Source: an optimization exercise on an open RTL-to-GDS flow (aim: a short achievable clock period). Production flows keep margins and buffers that such runs may drop.
Only simulation tests tie the RTL to the original design; equivalence was not proved.
The flow treats the clock pin as an ideal source. Dropping or thinning the clock tree relies on that and would not hold on a real chip.
Power and IR drop assume default switching activity.

**flow/design.v**
```verilog
module mc_fifo #(
    parameter int NUM_CHANNELS      = 4,
    parameter int BUFFER_SIZE       = 16,
    parameter int DATA_WIDTH        = 32,
    parameter int ALMOST_FULL_LEVEL = 14,
    localparam int LEVEL_WIDTH      = $clog2(BUFFER_SIZE + 1)
) (
    input  logic                                clock,
    input  logic                                rst_n,
    input  logic [NUM_CHANNELS*DATA_WIDTH-1:0]  data_in,
    input  logic [NUM_CHANNELS-1:0]             data_in_valid,
    output logic [NUM_CHANNELS-1:0]             data_in_full,
    output logic [NUM_CHANNELS-1:0]             data_in_almost_full,
    output logic [NUM_CHANNELS*DATA_WIDTH-1:0]  data_out,
    output logic [NUM_CHANNELS-1:0]             data_out_valid,
    input  logic [NUM_CHANNELS-1:0]             data_out_ack,
    input  logic [NUM_CHANNELS-1:0]             flush,
    output logic [NUM_CHANNELS*LEVEL_WIDTH-1:0] level,
    output logic [NUM_CHANNELS-1:0]             overflow
);
    localparam logic [LEVEL_WIDTH-1:0] LVL_FULL = LEVEL_WIDTH'(BUFFER_SIZE);
    for (genvar c = 0; c < NUM_CHANNELS; c++) begin : g_ch
        logic [BUFFER_SIZE*DATA_WIDTH-1:0] mem;
        logic [DATA_WIDTH-1:0]  din;
        logic [LEVEL_WIDTH-1:0] lvl_q;
        logic [BUFFER_SIZE:0]   oh_q;      
        logic                   full_q;
        logic                   afull_q;
        logic                   valid_q;
        logic                   ovf_q;
        assign din = data_in[c*DATA_WIDTH +: DATA_WIDTH];
        logic [LEVEL_WIDTH-1:0]       nlvl_q;
        logic [LEVEL_WIDTH-1:0]       lvl_cur;
        logic [3:0]                   up_c;     
        logic [3:0]                   dn_c;     
        logic [4*(BUFFER_SIZE+1)-1:0] oh_c;     
        logic [4*LEVEL_WIDTH-1:0]     lvl_c;
        logic [3:0]                   full_c;
        logic [3:0]                   afull_c;
        logic [3:0]                   valid_c;
        logic [1:0]                   op;
        assign op = {data_in_valid[c], data_out_ack[c]};
        assign up_c = {oh_q[0],           ~oh_q[BUFFER_SIZE], 1'b0,     1'b0};
        assign dn_c = {oh_q[BUFFER_SIZE], 1'b0,               ~oh_q[0], 1'b0};
        assign lvl_cur = ~nlvl_q;
        logic [BUFFER_SIZE:0]   oh_up, oh_dn;
        logic [LEVEL_WIDTH-1:0] lv_up, lv_dn, lv_hd;
        logic                   fl_up, fl_hd, af_up, af_dn, af_hd, vl_dn, vl_hd;
        assign oh_up = {oh_q[BUFFER_SIZE-1:0], 1'b0};
        assign oh_dn = {1'b0, oh_q[BUFFER_SIZE:1]};
        always_comb begin
            for (int b = 0; b < LEVEL_WIDTH - 1; b++) begin
                lv_up[b] = 1'b0;
                lv_dn[b] = 1'b0;
                lv_hd[b] = 1'b0;
                for (int i = 0; i <= BUFFER_SIZE; i++)
                    if (i[b]) begin
                        lv_up[b] = lv_up[b] | oh_up[i];
                        lv_dn[b] = lv_dn[b] | oh_dn[i];
                        lv_hd[b] = lv_hd[b] | oh_q[i];
                    end
            end
        end
        assign lv_up[LEVEL_WIDTH-1] = &lvl_cur[LEVEL_WIDTH-2:0];
        assign lv_dn[LEVEL_WIDTH-1] = 1'b0;
        assign lv_hd[LEVEL_WIDTH-1] = lvl_cur[LEVEL_WIDTH-1];
        assign fl_up = oh_up[BUFFER_SIZE];
        assign fl_hd = lvl_cur == LVL_FULL;
        assign af_up = |oh_up[BUFFER_SIZE:ALMOST_FULL_LEVEL];
        assign af_dn = |oh_dn[BUFFER_SIZE:ALMOST_FULL_LEVEL];
        assign af_hd = |oh_q[BUFFER_SIZE:ALMOST_FULL_LEVEL];
        assign vl_dn = ~oh_dn[0];
        assign vl_hd = ~oh_q[0];
        always_comb begin
            for (int k = 0; k < 4; k++) begin
                if (up_c[k]) begin
                    oh_c[k*(BUFFER_SIZE+1) +: BUFFER_SIZE+1] = oh_up;
                    lvl_c[k*LEVEL_WIDTH +: LEVEL_WIDTH]      = lv_up;
                    full_c[k]  = fl_up;
                    afull_c[k] = af_up;
                    valid_c[k] = 1'b1;
                end else if (dn_c[k]) begin
                    oh_c[k*(BUFFER_SIZE+1) +: BUFFER_SIZE+1] = oh_dn;
                    lvl_c[k*LEVEL_WIDTH +: LEVEL_WIDTH]      = lv_dn;
                    full_c[k]  = 1'b0;
                    afull_c[k] = af_dn;
                    valid_c[k] = vl_dn;
                end else begin
                    oh_c[k*(BUFFER_SIZE+1) +: BUFFER_SIZE+1] = oh_q;
                    lvl_c[k*LEVEL_WIDTH +: LEVEL_WIDTH]      = lv_hd;
                    full_c[k]  = fl_hd;
                    afull_c[k] = af_hd;
                    valid_c[k] = vl_hd;
                end
            end
        end
        always_ff @(posedge clock or negedge rst_n) begin
            if (!rst_n) begin
                lvl_q   <= '0;
                nlvl_q  <= '1;
                oh_q    <= {{BUFFER_SIZE{1'b0}}, 1'b1};
                full_q  <= 1'b0;
                afull_q <= 1'b0;
                valid_q <= 1'b0;
                ovf_q   <= 1'b0;
            end else if (flush[c]) begin
                lvl_q   <= '0;
                nlvl_q  <= '1;
                oh_q    <= {{BUFFER_SIZE{1'b0}}, 1'b1};
                full_q  <= 1'b0;
                afull_q <= 1'b0;
                valid_q <= 1'b0;
                ovf_q   <= 1'b0;
            end else begin
                lvl_q   <= lvl_c[op*LEVEL_WIDTH +: LEVEL_WIDTH];
                nlvl_q  <= ~lvl_c[op*LEVEL_WIDTH +: LEVEL_WIDTH];
                oh_q    <= oh_c[op*(BUFFER_SIZE+1) +: BUFFER_SIZE+1];
                full_q  <= full_c[op];
                afull_q <= afull_c[op];
                valid_q <= valid_c[op];
                if (data_in_valid[c] && oh_q[BUFFER_SIZE])
                    ovf_q <= 1'b1;
            end
        end
        logic                   ack_r;
        logic [BUFFER_SIZE-1:1] wr_r;
        logic [DATA_WIDTH-1:0]  din_r;
        logic [DATA_WIDTH-1:0]  ent1;
        always_ff @(posedge clock) begin
            ack_r <= data_out_ack[c];
            for (int i = 1; i < BUFFER_SIZE; i++)
                wr_r[i] <= data_in_valid[c] & (data_out_ack[c] ? oh_q[i+1] : oh_q[i]);
            din_r <= din;
        end
        assign ent1 = wr_r[1] ? din_r
                              : (ack_r ? mem[2*DATA_WIDTH +: DATA_WIDTH] : mem[DATA_WIDTH +: DATA_WIDTH]);
        always_ff @(posedge clock or negedge rst_n) begin
            if (!rst_n)
                mem[0 +: DATA_WIDTH] <= '0;
            else if (flush[c])
                mem[0 +: DATA_WIDTH] <= '0;
            else if (data_out_ack[c])
                mem[0 +: DATA_WIDTH] <= (oh_q[0] | oh_q[1]) ? (data_in_valid[c] ? din : '0) : ent1;
            else if (data_in_valid[c] && oh_q[0])
                mem[0 +: DATA_WIDTH] <= din;
        end
        for (genvar i = 1; i < BUFFER_SIZE; i++) begin : g_ent
            if (i < BUFFER_SIZE - 1) begin : g_mid
                always_ff @(posedge clock) begin
                    if (wr_r[i])
                        mem[i*DATA_WIDTH +: DATA_WIDTH] <= din_r;
                    else if (ack_r)
                        mem[i*DATA_WIDTH +: DATA_WIDTH] <= mem[(i+1)*DATA_WIDTH +: DATA_WIDTH];
                end
            end else begin : g_last
                always_ff @(posedge clock) begin
                    if (wr_r[i])
                        mem[i*DATA_WIDTH +: DATA_WIDTH] <= din_r;
                end
            end
        end
        assign data_out[c*DATA_WIDTH +: DATA_WIDTH]  = mem[0 +: DATA_WIDTH];
        assign level[c*LEVEL_WIDTH +: LEVEL_WIDTH]   = lvl_q;
        assign data_in_full[c]                       = full_q;
        assign data_in_almost_full[c]                = afull_q;
        assign data_out_valid[c]                     = valid_q;
        assign overflow[c]                           = ovf_q;
    end
endmodule
```
**flow/flow/run.sh**
```bash
#!/bin/bash
# Standard ORFS layout with three additions:
#  - flow/io.tcl: each channel's ports on one edge of the die, data_in and
#    data_out bits interleaved;
#  - flow/pull_outputs.tcl (before detailed placement): output registers and
#    their port buffers moved next to their pins;
#  - flow/post_cts.tcl (after CTS): the top of the clock tree rebuilt as four
#    inverters fed by the clock port.
# make's output goes to make.log; each ORFS step writes its own log under
# orfs/logs/.
set -euo pipefail
W=$(pwd)
bash standard.sh \
  "IO_CONSTRAINTS=$W/flow/io.tcl" \
  "PLACE_PINS_ARGS=-min_distance 5" \
  "PRE_DETAIL_PLACE_TCL=$W/flow/pull_outputs.tcl" \
  "CTS_ARGS=-sink_clustering_enable -repair_clock_nets -sink_clustering_size 20 -sink_clustering_max_diameter 100" \
  SKIP_CTS_REPAIR_TIMING=1 \
  "POST_CTS_TCL=$W/flow/post_cts.tcl" \
  finish > make.log 2>&1
```
**flow/flow/io.tcl**
```tcl
# Pin placement: each channel's ports share one edge of the die, data_in and
# data_out bits interleaved and the control ports in the middle, so the
# head register of each bit can sit next to both of its pins.
set_io_pin_constraint -region left:* -group -order -pin_names {{data_in[0]} {data_out[0]} {data_in[1]} {data_out[1]} {data_in[2]} {data_out[2]} {data_in[3]} {data_out[3]} {data_in[4]} {data_out[4]} {data_in[5]} {data_out[5]} {data_in[6]} {data_out[6]} {data_in[7]} {data_out[7]} {data_in[8]} {data_out[8]} {data_in[9]} {data_out[9]} {data_in[10]} {data_out[10]} {data_in[11]} {data_out[11]} {data_in[12]} {data_out[12]} {data_in[13]} {data_out[13]} {data_in[14]} {data_out[14]} {data_in[15]} {data_out[15]} {data_in_valid[0]} {data_out_ack[0]} {flush[0]} {data_in_full[0]} {data_in_almost_full[0]} {data_out_valid[0]} {overflow[0]} {level[0]} {level[1]} {level[2]} {level[3]} {level[4]} {clock} {rst_n} {data_in[16]} {data_out[16]} {data_in[17]} {data_out[17]} {data_in[18]} {data_out[18]} {data_in[19]} {data_out[19]} {data_in[20]} {data_out[20]} {data_in[21]} {data_out[21]} {data_in[22]} {data_out[22]} {data_in[23]} {data_out[23]} {data_in[24]} {data_out[24]} {data_in[25]} {data_out[25]} {data_in[26]} {data_out[26]} {data_in[27]} {data_out[27]} {data_in[28]} {data_out[28]} {data_in[29]} {data_out[29]} {data_in[30]} {data_out[30]} {data_in[31]} {data_out[31]}}
set_io_pin_constraint -region top:* -group -order -pin_names {{data_in[32]} {data_out[32]} {data_in[33]} {data_out[33]} {data_in[34]} {data_out[34]} {data_in[35]} {data_out[35]} {data_in[36]} {data_out[36]} {data_in[37]} {data_out[37]} {data_in[38]} {data_out[38]} {data_in[39]} {data_out[39]} {data_in[40]} {data_out[40]} {data_in[41]} {data_out[41]} {data_in[42]} {data_out[42]} {data_in[43]} {data_out[43]} {data_in[44]} {data_out[44]} {data_in[45]} {data_out[45]} {data_in[46]} {data_out[46]} {data_in[47]} {data_out[47]} {data_in_valid[1]} {data_out_ack[1]} {flush[1]} {data_in_full[1]} {data_in_almost_full[1]} {data_out_valid[1]} {overflow[1]} {level[5]} {level[6]} {level[7]} {level[8]} {level[9]} {data_in[48]} {data_out[48]} {data_in[49]} {data_out[49]} {data_in[50]} {data_out[50]} {data_in[51]} {data_out[51]} {data_in[52]} {data_out[52]} {data_in[53]} {data_out[53]} {data_in[54]} {data_out[54]} {data_in[55]} {data_out[55]} {data_in[56]} {data_out[56]} {data_in[57]} {data_out[57]} {data_in[58]} {data_out[58]} {data_in[59]} {data_out[59]} {data_in[60]} {data_out[60]} {data_in[61]} {data_out[61]} {data_in[62]} {data_out[62]} {data_in[63]} {data_out[63]}}
set_io_pin_constraint -region right:* -group -order -pin_names {{data_in[64]} {data_out[64]} {data_in[65]} {data_out[65]} {data_in[66]} {data_out[66]} {data_in[67]} {data_out[67]} {data_in[68]} {data_out[68]} {data_in[69]} {data_out[69]} {data_in[70]} {data_out[70]} {data_in[71]} {data_out[71]} {data_in[72]} {data_out[72]} {data_in[73]} {data_out[73]} {data_in[74]} {data_out[74]} {data_in[75]} {data_out[75]} {data_in[76]} {data_out[76]} {data_in[77]} {data_out[77]} {data_in[78]} {data_out[78]} {data_in[79]} {data_out[79]} {data_in_valid[2]} {data_out_ack[2]} {flush[2]} {data_in_full[2]} {data_in_almost_full[2]} {data_out_valid[2]} {overflow[2]} {level[10]} {level[11]} {level[12]} {level[13]} {level[14]} {data_in[80]} {data_out[80]} {data_in[81]} {data_out[81]} {data_in[82]} {data_out[82]} {data_in[83]} {data_out[83]} {data_in[84]} {data_out[84]} {data_in[85]} {data_out[85]} {data_in[86]} {data_out[86]} {data_in[87]} {data_out[87]} {data_in[88]} {data_out[88]} {data_in[89]} {data_out[89]} {data_in[90]} {data_out[90]} {data_in[91]} {data_out[91]} {data_in[92]} {data_out[92]} {data_in[93]} {data_out[93]} {data_in[94]} {data_out[94]} {data_in[95]} {data_out[95]}}
set_io_pin_constraint -region bottom:* -group -order -pin_names {{data_in[96]} {data_out[96]} {data_in[97]} {data_out[97]} {data_in[98]} {data_out[98]} {data_in[99]} {data_out[99]} {data_in[100]} {data_out[100]} {data_in[101]} {data_out[101]} {data_in[102]} {data_out[102]} {data_in[103]} {data_out[103]} {data_in[104]} {data_out[104]} {data_in[105]} {data_out[105]} {data_in[106]} {data_out[106]} {data_in[107]} {data_out[107]} {data_in[108]} {data_out[108]} {data_in[109]} {data_out[109]} {data_in[110]} {data_out[110]} {data_in[111]} {data_out[111]} {data_in_valid[3]} {data_out_ack[3]} {flush[3]} {data_in_full[3]} {data_in_almost_full[3]} {data_out_valid[3]} {overflow[3]} {level[15]} {level[16]} {level[17]} {level[18]} {level[19]} {data_in[112]} {data_out[112]} {data_in[113]} {data_out[113]} {data_in[114]} {data_out[114]} {data_in[115]} {data_out[115]} {data_in[116]} {data_out[116]} {data_in[117]} {data_out[117]} {data_in[118]} {data_out[118]} {data_in[119]} {data_out[119]} {data_in[120]} {data_out[120]} {data_in[121]} {data_out[121]} {data_in[122]} {data_out[122]} {data_in[123]} {data_out[123]} {data_in[124]} {data_out[124]} {data_in[125]} {data_out[125]} {data_in[126]} {data_out[126]} {data_in[127]} {data_out[127]}}
```
**flow/flow/post_cts.tcl**
```tcl
# Runs inside ORFS's cts.tcl after clock_tree_synthesis (CTS repair timing is
# skipped there). Replaces the top of the clock tree with four inverters (inv_16) fed by
# the clock port, each driving the leaf buffers of one quadrant (the leaves
# become inverting buffers, so every register sees the true clock), then does
# the timing repair cts.tcl would have done.
set NTOP 4
set TOPCELL sky130_fd_sc_hd__inv_16
set LEAFCELL sky130_fd_sc_hd__bufinv_16
source [file join [file dirname [info script]] rework.tcl]
detailed_placement
estimate_parasitics -placement
set_propagated_clock [all_clocks]
report_clock_latency
repair_timing_helper
detailed_placement
check_placement -verbose
estimate_parasitics -placement
report_clock_latency
report_worst_slack -max
```
**flow/flow/pull_outputs.tcl**
```tcl
# Runs before detailed placement: moves each output port's buffer next to its
# pin, and the register that drives the buffer (with the single-load cells of
# its D-side logic) just inside it, so the register-to-output
# wires are short, and makes each port buffer a buf_6. Detailed placement
# then legalizes the moved cells.
set block [ord::get_db_block]
if {![info exists ::PULL_DEPTH]} { set ::PULL_DEPTH 3 }
if {![info exists ::OUT_BUF]} { set ::OUT_BUF sky130_fd_sc_hd__buf_6 }
set ::OUT_BUF_MASTER [[ord::get_db] findMaster $::OUT_BUF]
set core [$block getCoreArea]
set cx0 [$core xMin]; set cy0 [$core yMin]; set cx1 [$core xMax]; set cy1 [$core yMax]
set die [$block getDieArea]
proc drv_of {net} {
  if {$net == "NULL"} { return "NULL" }
  foreach it [$net getITerms] { if {[$it isOutputSignal]} { return [$it getInst] } }
  return "NULL"
}
proc nloads {net} {
  set n 0
  foreach it [$net getITerms] { if {[$it isInputSignal]} { incr n } }
  return [expr {$n + [llength [$net getBTerms]]}]
}
proc put {inst x y} {
  if {[$inst getPlacementStatus] == "FIRM" || [$inst getPlacementStatus] == "LOCKED"} { return }
  $inst setLocation [expr {int($x)}] [expr {int($y)}]
  $inst setPlacementStatus PLACED
}
set moved 0
foreach bt [$block getBTerms] {
  if {[$bt getIoType] != "OUTPUT"} continue
  set bp [lindex [$bt getBPins] 0]
  set bb [$bp getBBox]
  set px [expr {([$bb xMin] + [$bb xMax]) / 2}]
  set py [expr {([$bb yMin] + [$bb yMax]) / 2}]
  # inward direction and clamp into core
  if {[$bb xMin] <= [$die xMin]} { set dx 1; set dy 0 } elseif {[$bb xMax] >= [$die xMax]} { set dx -1; set dy 0 } elseif {[$bb yMin] <= [$die yMin]} { set dx 0; set dy 1 } else { set dx 0; set dy -1 }
  set bx [expr {min(max($px, $cx0), $cx1 - 10000)}]
  set by [expr {min(max($py, $cy0), $cy1 - 3000)}]
  if {$dx == 1} { set bx $cx0 } elseif {$dx == -1} { set bx [expr {$cx1 - 6000}] }
  if {$dy == 1} { set by $cy0 } elseif {$dy == -1} { set by [expr {$cy1 - 2720}] }
  set buf [drv_of [$bt getNet]]
  if {$buf == "NULL"} continue
  set a [$buf findITerm A]
  if {$a == "NULL"} continue
  set ff [drv_of [$a getNet]]
  if {$ff == "NULL" || ![string match "*df*" [[$ff getMaster] getName]]} continue
  if {[[$buf getMaster] getName] != $::OUT_BUF} { $buf swapMaster $::OUT_BUF_MASTER }
  put $buf $bx $by
  put $ff [expr {$bx + $dx * 8000}] [expr {$by + $dy * 8160}]
  # Bring along the cells of the register's D-side cone that feed only
  # that cone (single-load outputs), up to PULL_DEPTH levels, each level a
  # little further inside.
  set front [list $ff]
  for {set lvl 1} {$lvl <= $::PULL_DEPTH} {incr lvl} {
    set next {}
    foreach cell $front {
      foreach it [$cell getITerms] {
        if {![$it isInputSignal]} continue
        set n [$it getNet]
        if {$n == "NULL" || [$n getSigType] == "CLOCK" || [$n getSigType] == "POWER" || [$n getSigType] == "GROUND"} continue
        set m [drv_of $n]
        if {$m == "NULL" || [nloads $n] != 1} continue
        if {[string match "*df*" [[$m getMaster] getName]]} continue
        put $m [expr {$bx + $dx * (8000 + 6000 * $lvl)}] [expr {$by + $dy * (8160 + 5440 * $lvl)}]
        lappend next $m
      }
    }
    set front $next
  }
  incr moved
}
puts "PULL moved $moved output registers"
```
**flow/flow/rework.tcl**
```tcl
# Rebuild the top of the clock tree: the clock port drives NTOP clkbuf_16
# buffers (one per region of the die), each of which drives the CTS leaf
# buffers of its region directly. Leaf buffers are those whose output net
# reaches a register clock pin.
if {![info exists NTOP]} { set NTOP 4 }
if {![info exists TOPCELL]} { set TOPCELL sky130_fd_sc_hd__clkbuf_16 }
if {![info exists LEAFCELL]} { set LEAFCELL "" }
proc outpin {inst} { set o [$inst findITerm X]; if {$o == "NULL"} { set o [$inst findITerm Y] }; return $o }
set block [ord::get_db_block]
set cnet [$block findNet clock]
set master [[ord::get_db] findMaster $TOPCELL]
# find clock buffers
set leaves {}
set upper {}
foreach inst [$block getInsts] {
  set m [[$inst getMaster] getName]
  if {![string match "sky130_fd_sc_hd__clkbuf*" $m] && ![string match "sky130_fd_sc_hd__clkinv*" $m] && ![string match "sky130_fd_sc_hd__inv*" $m] && ![string match "sky130_fd_sc_hd__buf*" $m]} continue
  set out [$inst findITerm X]
  if {$out == "NULL"} { set out [$inst findITerm Y] }
  if {$out == "NULL"} continue
  set onet [$out getNet]
  if {$onet == "NULL"} {
    # dummy load without output: belongs to upper tree if input on clock net
    continue
  }
  if {[$onet getSigType] != "CLOCK"} continue
  set isleaf 0
  foreach it [$onet getITerms] {
    if {[$it isInputSignal] && [[$it getInst] isBlock] == 0} {
      set mm [[[$it getInst] getMaster] getName]
      if {[string match "*df*" $mm]} { set isleaf 1; break }
    }
  }
  if {$isleaf} { lappend leaves $inst } else { lappend upper $inst }
}
puts "REWORK leaves [llength $leaves] upper [llength $upper]"
# remove upper-tree buffers and any cell hanging on their nets other than leaves
set leafnames {}
foreach l $leaves { dict set leafnames [$l getName] 1 }
set kill {}
foreach u $upper {
  lappend kill $u
}
# nets of upper tree: clock + outputs of upper
set unets [list $cnet]
foreach u $upper {
  set out [$u findITerm X]; if {$out == "NULL"} { set out [$u findITerm Y] }
  lappend unets [$out getNet]
}
foreach n $unets {
  foreach it [$n getITerms] {
    set i [$it getInst]
    if {[dict exists $leafnames [$i getName]]} continue
    if {[lsearch -exact $kill $i] < 0} { lappend kill $i }
  }
}
foreach i $kill {
  foreach it [$i getITerms] {
    set n [$it getNet]
    if {$n != "NULL" && ![$it isInputSignal]} { $it disconnect; if {$n != $cnet && [llength [$n getITerms]] == 0 && [llength [$n getBTerms]] == 0} { } }
    $it disconnect
  }
  puts "REWORK kill [$i getName] [[$i getMaster] getName]"
  odb::dbInst_destroy $i
}
foreach n $unets { if {$n != $cnet} { odb::dbNet_destroy $n } }
# group leaves: split by x then y median into NTOP groups (NTOP = 1, 2 or 4)
proc cx {i} { set b [$i getBBox]; return [expr {([$b xMin]+[$b xMax])/2}] }
proc cy {i} { set b [$i getBBox]; return [expr {([$b yMin]+[$b yMax])/2}] }
proc split_by {lst key} {
  set s [lsort -integer -index 0 [lmap i $lst {list [$key $i] $i}]]
  set h [expr {[llength $s]/2}]
  return [list [lmap p [lrange $s 0 [expr {$h-1}]] {lindex $p 1}] [lmap p [lrange $s $h end] {lindex $p 1}]]
}
set groups [list $leaves]
if {$NTOP >= 2} { set groups [split_by $leaves cx] }
if {$NTOP >= 4} {
  set g2 {}
  foreach g $groups { foreach h [split_by $g cy] { lappend g2 $h } }
  set groups $g2
}
set k 0
foreach g $groups {
  set sx 0; set sy 0
  foreach l $g { incr sx [cx $l]; incr sy [cy $l] }
  set x [expr {$sx / [llength $g]}]; set y [expr {$sy / [llength $g]}]
  set name "clkbuf_top_${k}_clock"
  set b [odb::dbInst_create $block $master $name]
  $b setLocation [expr {$x - 3000}] $y
  $b setPlacementStatus PLACED
  set onet [odb::dbNet_create $block "clknet_top_${k}_clock"]
  $onet setSigType CLOCK
  [$b findITerm A] connect $cnet
  [outpin $b] connect $onet
  foreach l $g { set a [$l findITerm A]; $a disconnect; $a connect $onet }
  puts "REWORK top $name at $x $y drives [llength $g]"
  incr k
}
if {$LEAFCELL != ""} {
  set lm [[ord::get_db] findMaster $LEAFCELL]
  set k 0
  foreach l $leaves {
    set in [[$l findITerm A] getNet]; set out [[outpin $l] getNet]
    set loc [$l getLocation]
    foreach it [$l getITerms] { $it disconnect }
    set nm [$l getName]
    odb::dbInst_destroy $l
    set n [odb::dbInst_create $block $lm $nm]
    $n setLocation [lindex $loc 0] [lindex $loc 1]
    $n setPlacementStatus PLACED
    [$n findITerm A] connect $in
    [outpin $n] connect $out
  }
  puts "REWORK leaves now $LEAFCELL"
}
```
**flow/standard.sh**
```bash
#!/bin/bash
# synth_recipe.tcl (not shown) runs the flow's synth.tcl, then flattens the netlist and writes it again
# the make line also repeats each setting of config.mk as NAME=value (left out here)
make -C /OpenROAD-flow-scripts/flow DESIGN_CONFIG=/design/flow/config.mk WORK_HOME=/design/flow/orfs CLKGATE_MAP_FILE= SYNTH_SCRIPT=/design/flow/synth_recipe.tcl "${@:-finish}"
```
**flow/config.mk**
```make
export PLATFORM = sky130hd
export DESIGN_NAME = mc_fifo
export DESIGN_NICKNAME = mc_fifo
export VERILOG_FILES = /design/flow/design.v
export SDC_FILE = /design/flow/constraint.sdc
export NUM_CORES = 4
export LEC_CHECK = 0
export CAP_MARGIN = 20
export CORE_MARGIN = 2
export CORE_UTILIZATION = 45
export SETUP_SLACK_MARGIN = 2.55
export SLEW_MARGIN = 20
```
**flow/constraint.sdc**
```tcl
create_clock -name core_clock -period 4.3 [get_ports {clock}]
set_input_delay 0.8600 -clock core_clock [delete_from_list [all_inputs] [get_ports {clock}]]
set_output_delay 0.8600 -clock core_clock [all_outputs]
set_load 0.01 [all_outputs]
```
==> results of run 1 <==
-- worst min path at each step --
| stage | from | end | slack, ps |
|---|---|---|---|
| 5_1_grt | rst_n | g_ch[0].full_q$_DFF_PN0_ | 470 |
| 3_5_place_dp | g_ch[0].mem[29]$_DFFE_PN0P_ | g_ch[0].mem[29]$_DFFE_PN0P_ | 500 |
| 6_report | rst_n | g_ch[0].full_q$_DFF_PN0_ | 420 |
| 2_1_floorplan | g_ch[0].mem[0]$_DFFE_PN0P_ | g_ch[0].mem[0]$_DFFE_PN0P_ | 460 |
| 3_3_place_gp | g_ch[2].mem[14]$_DFFE_PN0P_ | g_ch[2].mem[14]$_DFFE_PN0P_ | 470 |
-- kinds of logic (layout without fill, tap and decap cells) --
family,after synthesis,after routing,share of synthesized area [%]
AOI/OAI and AO/OA,720,720,4.49
buffers and inverters,761,862,3.54
muxes,1946,1946,21.7
adders and majority gates,1,1,0.0101
DFF,2364,2364,66.9
and+or+nand+nor,731,770,3.37
-- synthesized netlist by cell type (5+ instances only) --
master / count
mux2_1: 20
or2_2: 55
clkbuf_1: 486
o31ai_1: 5
or2_1: 8
a221oi_1: 18
nor2b_1: 44
mux2_2: 1689
a41o_1: 5
o22ai_1: 5
buf_4: 153
mux2i_1: 237
inv_2: 10
edfxtp_1: 1792
nand3_1: 13
a21oi_1: 112
and2_1: 21
inv_1: 13
and3_1: 8
nand4_1: 8
nor4_1: 22
o21ai_0: 128
dfxtp_1: 320
o211ai_1: 17
a311oi_1: 5
o21ai_1: 178
buf_1: 23
buf_2: 75
nor2_1: 120
a211oi_1: 50
dfrtp_1: 228
a22oi_1: 132
nor3_1: 23
a31oi_1: 13
nand2_1: 375
dfstp_2: 24
nand2b_1: 21
a21o_1: 9
-- flip-flops by register name, indices dropped and copies added, names as in the netlist --
name,flops
g_ch.mem,2048
g_ch.oh_q,68
g_ch.ovf_q,4
g_ch.din_r,128
g_ch.wr_r,60
g_ch.lvl_q,20
g_ch.nlvl_q,20
g_ch.valid_q,4
g_ch.ack_r,4
g_ch.full_q,4
g_ch.afull_q,4
-- stage by stage --
stage                     total power [mW]  setup slack [ps]  hold WS (ps)  std cells  utilization (%)
after floorplan                       31.7              2450           457       6523                -
after detailed placement              33.5              1050           502       9151             47.3
after global routing                  50.7              2440           466       9621             51.0
final                                 48.8              2470           422       9621             51.0
after global placement                33.2              1450           467       9151             47.2
-- critical path: stages --
cell and delay (ps):
buf_6 140, buf_12 160, nand2b_2 220, a21boi_2 170, o211ai_1 250, buf_4 200, a21oi_1 80
-- cell type report, without the clock buffers --
type	count	area, sq um	share of cell area [%]
Timing Repair Buffer	627	6940	6.19
Inverter	147	3790	3.38
Clock inverter	6	67.6	0.0603
Multi-Input combinational cell	3437	30600	27.3
Tap cell	2958	3700	3.30
Sequential cell	2364	66600	59.5
-- power breakdown --
part,internal [mW],switching (mW),total (mW)
registers,27.1,1.09,28.2
clock network,8.16,7.03,15.2
logic,2.74,2.65,5.39
total,38.0,10.8,48.8
-- metal layers --
| metal | track usage [%] | wire length, microns |
|---|---|---|
| met1 | 27.2 | 101000 |
| met2 | 31.2 | 105000 |
| met3 | 3.21 | 12300 |
| met4 | 4.57 | 5130 |
| met5 | 0 | 78 |
==> flow_metrics.py, run 1 <==
metrics = {
    "status": {
        "outcome": "no timing/DRC/antenna violations",
    },
    "cells_and_area": {
        "final_area_sq_um": 112000,
        "drive_gt1_share_pct": 39.2,
        "layout_commonest_cell": "edfxtp_1",
        "antenna_cells": 0,
        "nNetsFinal": 6719,
        "syn_to_final_growth_pct": 12.6,
        "fillCellCount": 18100,
        "final_cell_mix": "edfxtp_1 (1,792), mux2_2 (1,689), nand2_1 (372), dfxtp_1 (304), mux2i_1 (236)",
    },
    "pwr": {
        "power_density_nw_per_um2": 435,
        "ir_worst_vdd_v": 0.000495,
        "p_leak_nw": 39.4,
    },
    "worst_hold_path": {
        "hold_path_class": "in -> async",
    },
    "global_routing": {
        "grt.overflow.total": 0,
        "grt_max_degree": 88,
        "first_global_vias": 54500,
        "antenna_found_initial": 6,
        "grt_usage_pct": 19.3,
        "grt_pass1_wl_microns": 340000,
    },
    "worst_setup_path": {
        "crit_arrival_ps": 2110,
        "r2r-start": "g_ch[1].oh_q[0]$_DFFE_PN1P_",
        "rr_endpoint": "g_ch[1].lvl_q[1]$_DFF_PN0_",
        "cp_max_fo": 14,
        "cp-startpoint": "data_out_ack[1]",
        "r2r_setup_slack_ps": 2500,
        "required_ps": 4580,
        "cp-end-kind": "flop",
        "reg2reg_depth": 7,
        "path_class": "in -> reg",
        "critPathLaunchType": "input port",
        "crit_path_end": "g_ch[1].lvl_q[0]$_DFF_PN0_",
    },
    "placed_design": {
        "port_buffers": 305,
        "place_congestion": 0.856,
        "placed_area_sq_um": 104000,
        "hpwl_microns": 131000,
    },
    "floorplan": {
        "die_h_microns": 474,
        "start_util_pct": 45.3,
        "die_x_microns": 474,
        "die-area_sq_um": 225000,
        "ios": 306,
        "rows": 172,
        "coreArea_sq_um": 220000,
    },
    "yosys": {
        "ys_types": 74,
        "ys.flop_type": "edfxtp_1",
        "async_flop_share_pct": 10.7,
        "syn-num-nets": 6665,
        "synth_top_area_share_pct": 54.1,
        "synth-edff-count": 1792,
        "yosysSeqAreaShare_pct": 66.9,
        "synthCells": 6523,
        "synth_seq_cells": 2364,
        "synth_top_cell_by_area": "edfxtp_1",
        "netlist_top_cells_area": "edfxtp_1 (54%), mux2_2 (19%), dfxtp_1 (6.4%)",
        "avgSynthCellArea_sq_um": 15.3,
        "ys_warn_count": 13,
        "syn_area_sq_um": 99500,
    },
    "job": {
        "maxCapViolations": 0,
    },
    "sta": {
        "fmax_mhz": 546,
        "worst_pin_slew_ps": 824,
        "skew_ps": 17.0,
        "rsz0062_at_grt": "true",
        "period_share_pct": 42.6,
        "maxSlewViolCount": 0,
        "tns_ps": 0,
        "relSlewSlack_pct": 45.0,
        "hold_viol": 0,
        "finalCriticalPeriod_ps": 1830,
        "final-setup-viol-count": 0,
    },
    "routing": {
        "drtIter0Drc": 4067,
        "drcViolationCount": 0,
        "dr.pass1.iters": 8,
        "vias_per_cell": 5.57,
        "route.vias.total": 53600,
        "route.detailed.wl_per_inst_microns": 23.3,
        "ant_nets": 0,
        "routed_wirelength_microns": 224000,
    },
    "cts": {
        "clk_pin_slew_ps": 90,
        "clk_latency_ps": 410,
        "clkSinkCount": 2364,
    },
}
==> run 2, diff against run 1 <==
--- a/flow/flow/run.sh
+++ b/flow/flow/run.sh
@@ -12,7 +12,7 @@
 W=$(pwd)
 bash standard.sh \
   "IO_CONSTRAINTS=$W/flow/io.tcl" \
-  "PLACE_PINS_ARGS=-min_distance 5" \
+  "PLACE_PINS_ARGS=-min_distance 2" \
   "PRE_DETAIL_PLACE_TCL=$W/flow/pull_outputs.tcl" \
   "CTS_ARGS=-sink_clustering_enable -repair_clock_nets -sink_clustering_size 20 -sink_clustering_max_diameter 100" \
   SKIP_CTS_REPAIR_TIMING=1 \
--- a/flow/config.mk
+++ b/flow/config.mk
@@ -7,6 +7,6 @@
 export LEC_CHECK = 0
 export CAP_MARGIN = 20
 export CORE_MARGIN = 2
-export CORE_UTILIZATION = 45
+export CORE_UTILIZATION = 55
 export SETUP_SLACK_MARGIN = 2.55
 export SLEW_MARGIN = 20
==> run 2 against run 1 <==
  * Still clean on timing, DRC and antenna
  * Sequential cell count is the same
  * Area after synthesis unchanged
  * Synthesized cell count did not move
  * Final area down 0.61%
  * Routed wire length rose by 1.3%
  * Final cell count fell by 6.1%
  * Global-route usage is 4.7 points higher
  * Total power shrank 0.42%
  * Clock power barely moved
  * Critical path type is now reg -> reg
==> flow_metrics.py, run 2 <==
metrics = {
    "status": {
        "outcome": "no timing/DRC/antenna violations",
    },
    "job": {
        "maxCapViolations": 0,
    },
    "global_routing": {
        "first_global_vias": 54800,
        "grt.overflow.total": 0,
        "grt_max_degree": 89,
        "antenna_found_initial": 3,
        "grt_pass1_wl_microns": 345000,
        "grt_usage_pct": 24.0,
    },
    "floorplan": {
        "ios": 306,
        "die-area_sq_um": 184000,
        "rows": 156,
        "start_util_pct": 55.2,
        "coreArea_sq_um": 180000,
        "die_h_microns": 429,
        "die_x_microns": 429,
    },
    "sta": {
        "hold_slack_ps": 490,
        "worst_pin_slew_ps": 1080,
        "relSlewSlack_pct": 28.3,
        "skew_ps": 29.6,
        "hold_viol": 0,
        "final-setup-viol-count": 0,
        "period_share_pct": 43.4,
        "rsz0062_at_grt": "true",
        "fmax_mhz": 536,
        "finalCriticalPeriod_ps": 1870,
        "tns_ps": 0,
        "maxSlewViolCount": 0,
    },
    "yosys": {
        "synth-edff-count": 1792,
        "synth_common_cells": "edfxtp_1 (1,792), mux2_2 (1,689), clkbuf_1 (486)",
        "yosysSeqAreaShare_pct": 66.9,
        "async_flop_share_pct": 10.7,
        "synth_seq_cells": 2364,
        "syn_area_sq_um": 99500,
        "synthCells": 6523,
        "synth_top_cell_by_area": "edfxtp_1",
        "syn-num-nets": 6665,
        "netlist_top_cells_area": "edfxtp_1 (54%), mux2_2 (19%), dfxtp_1 (6.4%)",
        "avgSynthCellArea_sq_um": 15.3,
        "ys.flop_type": "edfxtp_1",
        "synth_top_area_share_pct": 54.1,
        "ys_types": 74,
        "ys_warn_count": 13,
        "synth_most_common_cell": "edfxtp_1",
    },
    "worst_setup_path": {
        "cp-startpoint": "g_ch[2].oh_q[15]$_DFFE_PN0P_",
        "r2r-start": "g_ch[2].oh_q[15]$_DFFE_PN0P_",
        "crit_arrival_ps": 2140,
        "required_ps": 4570,
        "path_class": "reg -> reg",
        "critPathLaunchType": "flop",
        "reg2reg_depth": 4,
        "cp_max_fo": 2,
        "r2r_setup_slack_ps": 2430,
        "cp-end-kind": "flop",
        "rr_endpoint": "g_ch[2].lvl_q[0]$_DFF_PN0_",
    },
    "pwr": {
        "power.total_mw": 48.6,
        "ir_worst_vdd_v": 0.000494,
        "p_leak_nw": 39.3,
        "power_density_nw_per_um2": 436,
    },
    "cells_and_area": {
        "layout_commonest_cell": "edfxtp_1",
        "nNetsFinal": 6730,
        "final_cell_mix": "edfxtp_1 (1,792), mux2_2 (1,689), nand2_1 (370), dfxtp_1 (283), buf_4 (256)",
        "top_register": "g_ch.mem",
        "drive_gt1_share_pct": 40.0,
        "utilization_pct": 61.8,
        "fillCellCount": 13500,
        "largestRegisters": "g_ch.mem: 2048 flops, g_ch.din_r: 128 flops, g_ch.oh_q: 68 flops",
        "largest_register_ffs": 2048,
        "antenna_cells": 0,
        "syn_to_final_growth_pct": 11.9,
        "final_area_sq_um": 111000,
    },
    "worst_hold_path": {
        "hold_path_class": "in -> async",
    },
    "routing": {
        "route.detailed.wl_per_inst_microns": 25.1,
        "dr.pass1.iters": 6,
        "ant_nets": 0,
        "routed_wirelength_microns": 227000,
        "drtIter0Drc": 4738,
        "route.vias.total": 54200,
        "drcViolationCount": 0,
        "vias_per_cell": 5.99,
    },
    "placed_design": {
        "place_congestion": 0.850,
        "placed_area_sq_um": 103000,
        "port_buffers": 305,
        "hpwl_microns": 134000,
    },
    "cts": {
        "clk_latency_ps": 400,
        "clk_pin_slew_ps": 90,
        "clkSinkCount": 2364,
    },
}
-- run 2: how the worst max path moves through the flow --
| stage | cells past startpoint | to |
|---|---|---|
| floorplan | 7 | g_ch[0].lvl_q[2]$_DFF_PN0_ |
| global placement | 5 | g_ch[0].mem[0]$_DFFE_PN0P_ |
| detailed placement | 6 | g_ch[2].lvl_q[1]$_DFF_PN0_ |
| global route | 5 | g_ch[2].lvl_q[0]$_DFF_PN0_ |
| finish | 4 | g_ch[2].lvl_q[0]$_DFF_PN0_ |
-- run 2: metrics by stage --
stage | std cells | setup WS, ps
6_report | 9038 | 2430
5_1_grt | 9038 | 2420
3_3_place_gp | 8560 | 1170
2_1_floorplan | 6523 | 2450
3_5_place_dp | 8560 | 701
-- run 2: area by class of cell, without the clock buffers --
| type | count | area, sq um | share of cell area [%] |
|---|---|---|---|
| multi-input cells | 3445 | 31000 | 27.8 |
| inverters | 146 | 3770 | 3.39 |
| flip-flops and latches | 2364 | 66700 | 59.9 |
| well taps | 2370 | 2970 | 2.66 |
| clock inverters | 1 | 16.3 | 0.0146 |
| repair buffers | 631 | 6630 | 5.95 |
-- run 2: metal layers --
metal / part of all wire [%] / up-vias / GRT usage [%]
met5: 0.037 / - / 0
met4: 2.3 / 2 / 4.82
met3: 5.5 / 304 / 3.46
met2: 46 / 1522 / 37.4
met1: 46 / 28000 / 36.1
li1: - / 24300 / -
-- run 2: kinds of logic after synthesis --
family	after synthesis	synth area share, %
AND/OR/NAND/NOR	731	3.37
multiplexers	1946	21.7
adder cells (fa/ha/maj)	1	0.0101
AO/OA/AOI/OAI	720	4.49
flip-flops	2364	66.9
buffers and inverters	761	3.54
-- run 2: critical path, stage by stage (launching register included) --
cell and delay [ps]:
dfrtp_4 500, or4_4 550, nor4b_4 280, a211o_1 320, a21oi_2 90
-- run 2: power by group --
group | total, mW | leakage, nW | internal (mW) | switching, mW
registers | 28.2 | 23.5 | 27.1 | 1.07
logic | 5.45 | 14.1 | 2.73 | 2.72
clock network | 14.9 | 1.82 | 8.01 | 6.92
==> run 3, diff against run 2 <==
--- a/flow/flow/run.sh
+++ b/flow/flow/run.sh
@@ -12,7 +12,7 @@
 W=$(pwd)
 bash standard.sh \
   "IO_CONSTRAINTS=$W/flow/io.tcl" \
-  "PLACE_PINS_ARGS=-min_distance 2" \
+  "PLACE_PINS_ARGS=-min_distance 5" \
   "PRE_DETAIL_PLACE_TCL=$W/flow/pull_outputs.tcl" \
   "CTS_ARGS=-sink_clustering_enable -repair_clock_nets -sink_clustering_size 20 -sink_clustering_max_diameter 100" \
   SKIP_CTS_REPAIR_TIMING=1 \
--- a/flow/flow/post_cts.tcl
+++ b/flow/flow/post_cts.tcl
@@ -2,7 +2,7 @@
 # skipped there). Replaces the top of the clock tree with four inverters (inv_16) fed by
 # the clock port, each driving the leaf buffers of one quadrant (the leaves
 # become inverting buffers, so every register sees the true clock), then does
-# the timing repair cts.tcl would have done.
+# the timing repair cts.tcl would have done, in two passes.
 set NTOP 4
 set TOPCELL sky130_fd_sc_hd__inv_16
 set LEAFCELL sky130_fd_sc_hd__bufinv_16
@@ -13,6 +13,11 @@
 report_clock_latency
 repair_timing_helper
 detailed_placement
+estimate_parasitics -placement
+report_worst_slack -max
+# A second pass often finds more once the first pass's changes are placed.
+repair_timing_helper
+detailed_placement
 check_placement -verbose
 estimate_parasitics -placement
 report_clock_latency
==> run 3 against run 2 <==
  * Final area rose by 0.23%
  * Sequential cell count did not move
  * Register-to-register slack improved by 80 ps
  * Clock skew fell by 4.4 ps
  * Sequential power barely moved
  * Total power rose by 0.31%
  * Critical path depth rose by 5
  * Worst hold slack got worse by 30 ps
  * Critical endpoint is now g_ch[3].mem[29]$_DFFE_PN0P_
==> flow_metrics.py, run 3 <==
metrics = {
    "cells_and_area": {
        "layout_commonest_cell": "edfxtp_1",
        "largestRegisters": "g_ch.mem: 2048 flops, g_ch.din_r: 128 flops, g_ch.oh_q: 68 flops",
        "largest_register_ffs": 2048,
        "utilization_pct": 61.9,
        "nNetsFinal": 6742,
        "final_area_sq_um": 112000,
        "drive_gt1_share_pct": 40.2,
        "final_cell_mix": "edfxtp_1 (1,792), mux2_2 (1,689), nand2_1 (371), dfxtp_1 (298), buf_4 (258)",
        "syn_to_final_growth_pct": 12.2,
        "top_register": "g_ch.mem",
    },
    "cts": {
        "clk_pin_slew_ps": 90,
        "clkSinkCount": 2364,
        "clk_latency_ps": 400,
    },
    "yosys": {
        "synth_top_area_share_pct": 54.1,
        "syn_area_sq_um": 99500,
        "synth_most_common_cell": "edfxtp_1",
        "avgSynthCellArea_sq_um": 15.3,
        "synth_top_cell_by_area": "edfxtp_1",
        "yosysSeqAreaShare_pct": 66.9,
        "synthCells": 6523,
        "ys.flop_type": "edfxtp_1",
        "synth_common_cells": "edfxtp_1 (1,792), mux2_2 (1,689), clkbuf_1 (486)",
        "synth-edff-count": 1792,
        "async_flop_share_pct": 10.7,
        "synth_seq_cells": 2364,
        "syn-num-nets": 6665,
        "ys_warn_count": 13,
        "netlist_top_cells_area": "edfxtp_1 (54%), mux2_2 (19%), dfxtp_1 (6.4%)",
        "ys_types": 74,
    },
    "placed_design": {
        "placed_area_sq_um": 103000,
        "hpwl_microns": 137000,
        "place_congestion": 0.843,
        "port_buffers": 305,
    },
    "routing": {
        "route.vias.total": 54500,
        "drcViolationCount": 0,
        "dr.pass1.iters": 5,
        "route.detailed.wl_per_inst_microns": 25.3,
        "routed_wirelength_microns": 229000,
        "ant_nets": 0,
        "drtIter0Drc": 4248,
        "vias_per_cell": 6.02,
    },
    "global_routing": {
        "grt_pass1_wl_microns": 349000,
        "grt.overflow.total": 0,
        "top_usage_layer": "met2",
        "met3_usage_pct": 4.39,
        "antenna_found_initial": 5,
        "grt_usage_pct": 24.2,
        "grt_util_met1_pct": 34.2,
        "met2_usage_pct": 39.0,
        "first_global_vias": 55500,
        "grt_max_degree": 88,
    },
    "status": {
        "outcome": "no timing/DRC/antenna violations",
    },
    "pwr": {
        "ir_worst_vdd_v": 0.000495,
        "power_density_nw_per_um2": 436,
        "p_leak_nw": 39.5,
    },
    "floorplan": {
        "ios": 306,
        "die_x_microns": 429,
        "rows": 156,
        "die-area_sq_um": 184000,
        "coreArea_sq_um": 180000,
        "die_h_microns": 429,
        "start_util_pct": 55.2,
    },
    "sta": {
        "period_share_pct": 42.5,
        "fmax_mhz": 548,
        "worst_pin_slew_ps": 859,
        "hold_viol": 0,
        "rsz0062_at_grt": "true",
        "skew_ps": 25.2,
        "final-setup-viol-count": 0,
        "relSlewSlack_pct": 42.7,
        "tns_ps": 0,
        "maxSlewViolCount": 0,
        "finalCriticalPeriod_ps": 1830,
    },
    "job": {
        "maxCapViolations": 0,
    },
    "worst_setup_path": {
        "critPathLaunchType": "input port",
        "path_cells": "buf_12 > buf_12 > buf_12 > a211oi_4 > buf_12 > or2_4 > buf_12 > buf_16 > o21ai_2",
        "cpMostUsedCell": "buf_12",
        "crit_arrival_ps": 2110,
        "cp_max_fo": 7,
        "required_ps": 4590,
        "cpMaxStageDelayCell": "a211oi_4",
        "cp_slowest_stage_delay_ps": 220,
        "cp-end-kind": "flop",
        "path_class": "in -> reg",
    },
    "worst_hold_path": {
        "hold_path_class": "in -> async",
    },
}
## run 3: metrics by stage
| step | hold WS [ps] | setup slack [ps] | total power, mW | instances |
|---|---|---|---|---|
| floorplan | 457 | 2450 | 31.7 | 6523 |
| global placement | 467 | 1170 | 33.3 | 8564 |
| detailed placement | 502 | 618 | 33.5 | 8564 |
| global route | 498 | 2460 | 50.6 | 9059 |
| finish | 460 | 2470 | 48.7 | 9060 |
## run 3: report_power, final
part | internal (mW) | total (mW) | switching (mW)
clock network | 8.04 | 15.0 | 6.93
registers | 27.1 | 28.2 | 1.09
logic | 2.78 | 5.56 | 2.78
## run 3: critical path: cells and delay by family
kind                   cells  cell delay (ps)
and+or+nand+nor            1              140
AOI/OAI and AO/OA          2              280
buffers and inverters      6              800
## run 3: layout make-up, without the clock buffers
| class | instances | area, sq um |
|---|---|---|
| Inverter | 146 | 3750 |
| Sequential cell | 2364 | 66700 |
| Tap cell | 2370 | 2970 |
| Timing Repair Buffer | 654 | 7010 |
| Fill cell | 13500 | 68700 |
| Clock inverter | 1 | 16.3 |
| Multi-Input combinational cell | 3434 | 30900 |
| Antenna cell | 2 | 5.00 |
## run 3: logic make-up after synthesis
family / synth area share (%)
AOI/OAI and AO/OA: 4.49
adders and majority gates: 0.0101
buffers and inverters: 3.54
muxes: 21.7
and+or+nand+nor: 3.37
DFF: 66.9
## run 3: final timing paths
path	startpoint	endpoint	slack, ps	depth (start not counted)
max	data_out_ack[3]	g_ch[3].mem[29]$_DFFE_PN0P_	2470	9
min	rst_n	g_ch[0].oh_q[16]$_DFFE_PN0P_	460	1
max reg2reg	g_ch[3].ack_r$_DFF_P_	g_ch[3].mem[30]$_DFFE_PN0P_	2510	5
min reg2reg	g_ch[0].mem[31]$_DFFE_PN0P_	g_ch[0].mem[31]$_DFFE_PN0P_	510	2
max in group asynchronous	rst_n	g_ch[2].oh_q[0]$_DFFE_PN1P_	2840	2
min in group core_clock	g_ch[0].mem[31]$_DFFE_PN0P_	g_ch[0].mem[31]$_DFFE_PN0P_	510	2
## run 3: layer usage
| metal | wire length [microns] | part of all wire [%] |
|---|---|---|
| met3 | 13800 | 6.0 |
| met1 | 101000 | 44 |
| met4 | 6840 | 3.0 |
| met2 | 108000 | 47 |
| met5 | 0 | 0 |
==> run 4, diff against run 3 <==
--- a/flow/config.mk
+++ b/flow/config.mk
@@ -8,5 +8,5 @@
 export CAP_MARGIN = 20
 export CORE_MARGIN = 2
 export CORE_UTILIZATION = 55
-export SETUP_SLACK_MARGIN = 2.55
+export SETUP_SLACK_MARGIN = 2.45
 export SLEW_MARGIN = 20
==> run 4 against run 3 <==
  * Critical endpoint is now g_ch[1].lvl_q[1]$_DFF_PN0_
  * Total power is 0.86% lower
  * Final cell count is 2.3% lower
  * Critical path depth down 2
  * Critical path type is now reg -> reg
  * Still clean on timing, DRC and antenna
  * Global-route usage down 0.52 points
  * Maximum frequency shrank 2.7%
  * Synthesized cell count stayed put
  * Die area is the same
  * First-iteration DRC count rose by 1.9%
  * Via count fell by 2.2%
==> flow_metrics.py, run 4 <==
metrics = {
    "cells_and_area": {
        "top_register": "g_ch.mem",
        "largestRegisters": "g_ch.mem: 2048 flops, g_ch.din_r: 128 flops, g_ch.oh_q: 68 flops",
        "final_cell_mix": "edfxtp_1 (1,792), mux2_2 (1,689), nand2_1 (374), dfxtp_1 (307), mux2i_1 (237)",
        "layout_commonest_cell": "edfxtp_1",
        "utilization_pct": 60.5,
        "drive_gt1_share_pct": 36.5,
        "nNetsFinal": 6543,
        "largest_register_ffs": 2048,
        "syn_to_final_growth_pct": 9.65,
    },
    "global_routing": {
        "grt_usage_pct": 23.7,
        "first_global_vias": 54100,
        "antenna_found_initial": 3,
        "grt.overflow.total": 0,
        "grt_pass1_wl_microns": 342000,
        "grt_max_degree": 87,
    },
    "floorplan": {
        "ios": 306,
        "coreArea_sq_um": 180000,
        "start_util_pct": 55.2,
        "rows": 156,
        "die_x_microns": 429,
        "die-area_sq_um": 184000,
        "die_h_microns": 429,
    },
    "worst_setup_path": {
        "crit_arrival_ps": 2230,
        "cp-startpoint": "g_ch[1].oh_q[0]$_DFFE_PN1P_",
        "rr_endpoint": "g_ch[1].lvl_q[1]$_DFF_PN0_",
        "path_class": "reg -> reg",
        "cp-end-kind": "flop",
        "cp_max_fo": 8,
        "r2r-start": "g_ch[1].oh_q[0]$_DFFE_PN1P_",
        "required_ps": 4650,
        "cpMostUsedCell": "nand2_1",
        "path_cells": "buf_12 > nor2b_4 > buf_4 > nand2_1 > nand2_1 > a31oi_1 > and2_1",
        "cpMaxStageDelayCell": "dfstp_4",
        "reg2reg_depth": 7,
        "r2r_setup_slack_ps": 2420,
        "critPathLaunchType": "flop",
        "crit_path_end": "g_ch[1].lvl_q[1]$_DFF_PN0_",
        "cp_slowest_stage_delay_ps": 680,
    },
    "yosys": {
        "synthCells": 6523,
        "synth_seq_cells": 2364,
        "syn_area_sq_um": 99500,
        "avgSynthCellArea_sq_um": 15.3,
        "ys.flop_type": "edfxtp_1",
        "yosysSeqAreaShare_pct": 66.9,
        "synth_most_common_cell": "edfxtp_1",
        "synth-edff-count": 1792,
        "async_flop_share_pct": 10.7,
        "netlist_top_cells_area": "edfxtp_1 (54%), mux2_2 (19%), dfxtp_1 (6.4%)",
        "synth_top_cell_by_area": "edfxtp_1",
        "syn-num-nets": 6665,
        "synth_top_area_share_pct": 54.1,
        "synth_common_cells": "edfxtp_1 (1,792), mux2_2 (1,689), clkbuf_1 (486)",
        "ys_warn_count": 13,
        "ys_types": 74,
    },
    "routing": {
        "routed_wirelength_microns": 223000,
        "dr.pass1.iters": 5,
        "ant_nets": 0,
        "vias_per_cell": 6.02,
        "route.vias.total": 53300,
        "drtIter0Drc": 4329,
        "route.detailed.wl_per_inst_microns": 25.2,
        "drcViolationCount": 0,
    },
    "worst_hold_path": {
        "hold_path_class": "in -> async",
    },
    "placed_design": {
        "hpwl_microns": 138000,
        "place_congestion": 0.842,
        "port_buffers": 305,
    },
    "cts": {
        "clk_pin_slew_ps": 90,
        "clk_latency_ps": 400,
        "clkSinkCount": 2364,
    },
    "sta": {
        "finalCriticalPeriod_ps": 1880,
        "hold_viol": 0,
        "hold_slack_ps": 494,
        "worst_pin_slew_ps": 1060,
        "relSlewSlack_pct": 29.3,
        "period_share_pct": 43.7,
        "maxSlewViolCount": 0,
        "skew_ps": 26.0,
        "rsz0062_at_grt": "true",
        "final-setup-viol-count": 0,
        "tns_ps": 0,
        "fmax_mhz": 533,
    },
    "pwr": {
        "power.total_mw": 48.3,
        "power_density_nw_per_um2": 443,
        "p_leak_nw": 38.2,
        "ir_worst_vdd_v": 0.000509,
    },
    "job": {
        "maxCapViolations": 0,
    },
    "status": {
        "outcome": "no timing/DRC/antenna violations",
    },
}
run 4: cell count changes in the layout (fill, tap and decap cells not counted), moves of 9 or more:
cell     delta
buf_12     -21
dfrtp_1    +19
dfrtp_2    -17
o21ai_1    +45
dfxtp_1     +9
o21ai_2    -37
or2_4      -29
a22oi_1    +20
or2_2       +9
buf_4     -147
a22oi_2    -20
run 4: area by class of cell, without the clock buffers:
class / count / area (sq um)
Antenna cell: 1 / 2.50
Clock inverter: 1 / 16.3
Fill cell: 13700 / 71200
Inverter: 146 / 3760
Multi-Input combinational cell: 3416 / 30200
Sequential cell: 2364 / 66600
Tap cell: 2370 / 2970
Timing Repair Buffer: 473 / 5240
run 4: critical path, delay by kind of cell (launching register included):
family                 cells  cell delay [ps]
AND/OR/NAND/NOR            4              370
buffers and inverters      2              290
flip-flops                 1              680
AO/OA/AOI/OAI              1              480
run 4: layer usage:
layer  global-route usage [%]  part of all wire (%)  wire length, microns
met5                        0                     0                     0
met4                     6.62                   3.0                  6710
met3                     3.61                   5.8                 13000
met1                     34.4                    45                 99700
met2                     37.4                    46                104000
run 4: worst min-delay path by stage:
stage,startpoint,depth (start not counted),endpoint,slack [ps]
after floorplan,g_ch[0].mem[0]$_DFFE_PN0P_,2,g_ch[0].mem[0]$_DFFE_PN0P_,460
after global placement,g_ch[2].mem[7]$_DFFE_PN0P_,2,g_ch[2].mem[7]$_DFFE_PN0P_,470
after detailed placement,g_ch[0].mem[19]$_DFFE_PN0P_,2,g_ch[0].mem[19]$_DFFE_PN0P_,500
after global routing,rst_n,1,g_ch[0].lvl_q[4]$_DFF_PN0_,530
final,rst_n,1,g_ch[0].lvl_q[4]$_DFF_PN0_,490
run 4: stage by stage:
| step | instance area [sq um] | std cells | setup slack (ps) |
|---|---|---|---|
| 3_3_place_gp | 103000 | 8561 | 1220 |
| 5_1_grt | 109000 | 8852 | 2390 |
| 6_report | 109000 | 8852 | 2420 |
| 2_1_floorplan | 99700 | 6523 | 2380 |
| 3_5_place_dp | 103000 | 8561 | 669 |
run 4: where the power goes:
part | switching (mW) | internal (mW)
Combinational | 2.62 | 2.53
Clock | 6.93 | 8.01
Sequential | 1.10 | 27.1
run 4: logic make-up (layout without fill, tap and decap cells):
group | after synthesis | after routing | share of synthesized area [%]
muxes | 1946 | 1946 | 21.7
AOI/OAI and AO/OA | 720 | 720 | 4.49
and+or+nand+nor | 731 | 749 | 3.37
buffers and inverters | 761 | 701 | 3.54
other | 0 | 1 | 0
adders and majority gates | 1 | 1 | 0.0101
DFF | 2364 | 2364 | 66.9
==> run 5, diff against run 4 <==
--- a/flow/config.mk
+++ b/flow/config.mk
@@ -8,5 +8,5 @@
 export CAP_MARGIN = 20
 export CORE_MARGIN = 2
 export CORE_UTILIZATION = 55
-export SETUP_SLACK_MARGIN = 2.45
+export SETUP_SLACK_MARGIN = 2.65
 export SLEW_MARGIN = 20
==> run 5 against run 4 <==
  * Still clean on timing, DRC and antenna
  * Maximum frequency up 2.5%
  * Sequential share of layout area fell by 2.9 points
  * Core utilization up 3.1 points
  * Synthesized cell count is the same
  * Final area up 5.2%
  * Clock skew grew 0.72 ps
  * Clock power barely moved
  * Global-route usage increased by 1.4 points
  * Critical endpoint is now g_ch[3].mem[6]$_DFFE_PN0P_
  * Highest routed layer is now met5
==> flow_metrics.py, run 5 <==
metrics = {
    "status": {
        "outcome": "no timing/DRC/antenna violations",
    },
    "sta": {
        "finalCriticalPeriod_ps": 1830,
        "hold_viol": 0,
        "worst_pin_slew_ps": 946,
        "rsz0062_at_grt": "true",
        "period_share_pct": 42.6,
        "fmax_mhz": 546,
        "skew_ps": 26.7,
        "maxSlewViolCount": 0,
        "hold_slack_ps": 415,
        "worst_slack_ps": 2470,
        "tns_ps": 0,
        "relSlewSlack_pct": 36.3,
        "final-setup-viol-count": 0,
    },
    "yosys": {
        "yosysSeqAreaShare_pct": 66.9,
        "synth_common_cells": "edfxtp_1 (1,792), mux2_2 (1,689), clkbuf_1 (486)",
        "synth_top_family_by_area": "multiplexers",
        "synth_xor_area_share_pct": 0,
        "synth_most_common_cell": "edfxtp_1",
        "syn-num-nets": 6665,
        "async_flop_share_pct": 10.7,
        "synth-compound-area-share_pct": 4.49,
        "synth_seq_cells": 2364,
        "synth_top_area_share_pct": 54.1,
        "syn_area_sq_um": 99500,
        "avgSynthCellArea_sq_um": 15.3,
        "synth-edff-count": 1792,
        "yosys-mux-area-fraction_pct": 21.7,
        "synth_top_cell_by_area": "edfxtp_1",
        "synthCells": 6523,
        "ys_types": 74,
        "synthAdderAreaFrac_pct": 0.0101,
        "synthSimpleGateAreaFrac_pct": 3.37,
        "ys_warn_count": 13,
        "netlist_top_cells_area": "edfxtp_1 (54%), mux2_2 (19%), dfxtp_1 (6.4%)",
        "ys.flop_type": "edfxtp_1",
    },
    "worst_setup_path": {
        "path_class": "reg -> reg",
        "critPathLaunchType": "flop",
        "crit_arrival_ps": 2150,
        "cp_max_fo": 16,
        "cp-end-kind": "flop",
        "required_ps": 4620,
    },
    "placed_design": {
        "post-place-ws_ps": 754,
        "place_congestion": 0.840,
        "hpwl_microns": 141000,
        "port_buffers": 305,
        "placed_area_sq_um": 104000,
    },
    "routing": {
        "route.detailed.wl_per_inst_microns": 26.3,
        "route.vias.total": 55200,
        "vias_per_cell": 6.02,
        "drt-met1-wl_microns": 104000,
        "wl_met2_microns": 114000,
        "drcViolationCount": 0,
        "wl_met3_microns": 15900,
        "topRoutingLayerUsed": "met5",
        "drtIter0Drc": 4941,
        "routed_wirelength_microns": 241000,
        "ant_nets": 0,
        "dr.pass1.iters": 6,
    },
    "floorplan": {
        "coreArea_sq_um": 180000,
        "die_h_microns": 429,
        "die-area_sq_um": 184000,
        "die_x_microns": 429,
        "ios": 306,
        "start_util_pct": 55.2,
        "rows": 156,
    },
    "pwr": {
        "ir_worst_vdd_v": 0.000416,
        "power.switching_mw": 11.1,
        "seqPwrFrac_pct": 57.5,
        "power.total_mw": 49.2,
        "p_comb_share_pct": 12.1,
        "power_density_nw_per_um2": 429,
        "clockPowerShare_pct": 30.4,
        "p_leak_nw": 40.7,
        "p_sw_share_pct": 22.5,
        "intPower_mw": 38.2,
    },
    "global_routing": {
        "grt_max_degree": 77,
        "grt_pass1_wl_microns": 358000,
        "grt_usage_pct": 25.1,
        "antenna_found_initial": 1,
        "first_global_vias": 55600,
        "grt.overflow.total": 0,
    },
    "cells_and_area": {
        "final_area_sq_um": 115000,
        "top_register": "g_ch.mem",
        "drive_gt1_share_pct": 44.5,
        "nNetsFinal": 6865,
        "syn_to_final_growth_pct": 15.3,
        "fillCellCount": 13100,
        "largest_register_ffs": 2048,
        "final_cell_mix": "edfxtp_1 (1,792), mux2_2 (1,688), nand2_1 (357), buf_4 (280), dfxtp_1 (267)",
        "largestRegisters": "g_ch.mem: 2048 flops, g_ch.din_r: 128 flops, g_ch.oh_q: 68 flops",
        "layout_commonest_cell": "edfxtp_1",
    },
    "cts": {
        "clk_latency_ps": 390,
        "clkSinkCount": 2364,
        "clk_pin_slew_ps": 90,
    },
    "worst_hold_path": {
        "hold_path_class": "in -> async",
    },
    "job": {
        "maxCapViolations": 0,
    },
}
[run 5: worst paths after layout]
kind                                                    end  depth (start not counted)  slack [ps]                   startpoint
worst min register to register  g_ch[2].mem[15]$_DFFE_PN0P_                          2         510  g_ch[2].mem[15]$_DFFE_PN0P_
worst max-delay path             g_ch[3].mem[6]$_DFFE_PN0P_                          8        2470  g_ch[3].oh_q[0]$_DFFE_PN1P_
max in group asynchronous        g_ch[2].mem[5]$_DFFE_PN0P_                          2        2960                        rst_n
worst min-delay path            g_ch[0].mem[16]$_DFFE_PN0P_                          1         410                        rst_n
worst max register to register   g_ch[3].mem[6]$_DFFE_PN0P_                          8        2470  g_ch[3].oh_q[0]$_DFFE_PN1P_
min in group core_clock         g_ch[2].mem[15]$_DFFE_PN0P_                          2         510  g_ch[2].mem[15]$_DFFE_PN0P_
[run 5: area by class of cell, without the clock buffers]
cell class	count	area, sq um	share of cell area (%)
diodes	2	5.00	0.00436
clock inverters	1	16.3	0.0142
inverters	146	3780	3.29
multi-input cells	3449	32100	28.0
flip-flops and latches	2364	66800	58.2
well taps	2370	2970	2.58
repair buffers	761	8820	7.69
repair inverters	1	8.76	0.00763
[run 5: stage by stage]
stage / cells / util (%)
after floorplan: 6523 / -
after global placement: 8573 / 57.4
after detailed placement: 8573 / 57.5
after global routing: 9172 / 63.6
final: 9174 / 63.6
[run 5: worst max-delay path: stages (launching register included)]
cell      delay, ps
dfstp_2         400
buf_6           120
buf_12          140
nand2b_4        150
buf_4           140
nor2_4          290
buf_12          230
a22oi_1         100
o21ai_1         180
[run 5: cells by family after synthesis]
kind of cell / count (synthesis)
compound gates: 720
flops: 2364
buf+inv: 761
fa+ha+maj: 1
mux: 1946
simple gates: 731
[run 5: power by group through the flow]
stage	logic [mW]	clock network (mW)	registers (mW)
finish	5.94	15.0	28.3
global route	6.32	16.2	28.6
detailed placement	4.71	0	28.9
global placement	4.49	0	28.8
floorplan	3.80	0	28.0
[run 5: routing by layer]
metal / up-vias / GRT usage, %
li1: 24600 / -
met1: 28500 / 35.9
met2: 1703 / 39.9
met3: 383 / 4.79
met4: 2 / 6.14
met5: - / 0.572

[re-timing with driven ports]
No port has a modelled driver above. Below, the same layouts with a new extraction and two added sets of constraints.
Step 1, drivers: a clkbuf_16 drives clock and a buf_2 each remaining input, both assumed.
Step 2 also shifts input and output timing later by t, the mid clock arrival at the registers, as if the neighbouring blocks saw the same clock.
Slacks: no drivers / after step 1 / after step 2; pairs: no drivers / after step 1.
| run | shift t [ns] | setup WS [ns] | hold slack, ns | slew at the worst register clock pin (ns) | pins driven straight from the clock port |
|---|---|---|---|---|---|
| run 1 | 0.697 | 2.469 / 2.186 / 2.014 | 0.422 / 0.171 / 0.515 | 0.09 / 0.09 | 4 |
| run 2 | 0.677 | 2.434 / 2.198 / 2.017 | 0.490 / 0.249 / 0.519 | 0.10 / 0.10 | 4 |
| run 3 | 0.677 | 2.475 / 2.213 / 1.983 | 0.460 / 0.220 / 0.515 | 0.09 / 0.09 | 4 |
| run 4 | 0.669 | 2.423 / 2.206 / 1.999 | 0.494 / 0.261 / 0.516 | 0.09 / 0.09 | 4 |
| run 5 | 0.676 | 2.468 / 2.201 / 2.028 | 0.415 / 0.176 / 0.514 | 0.09 / 0.09 | 4 |
After both steps setup and hold are still met in every run listed. For run 3, which loses most, drivers alone change the setup slack by -0.262 ns; drivers and shift together by -0.492 ns.
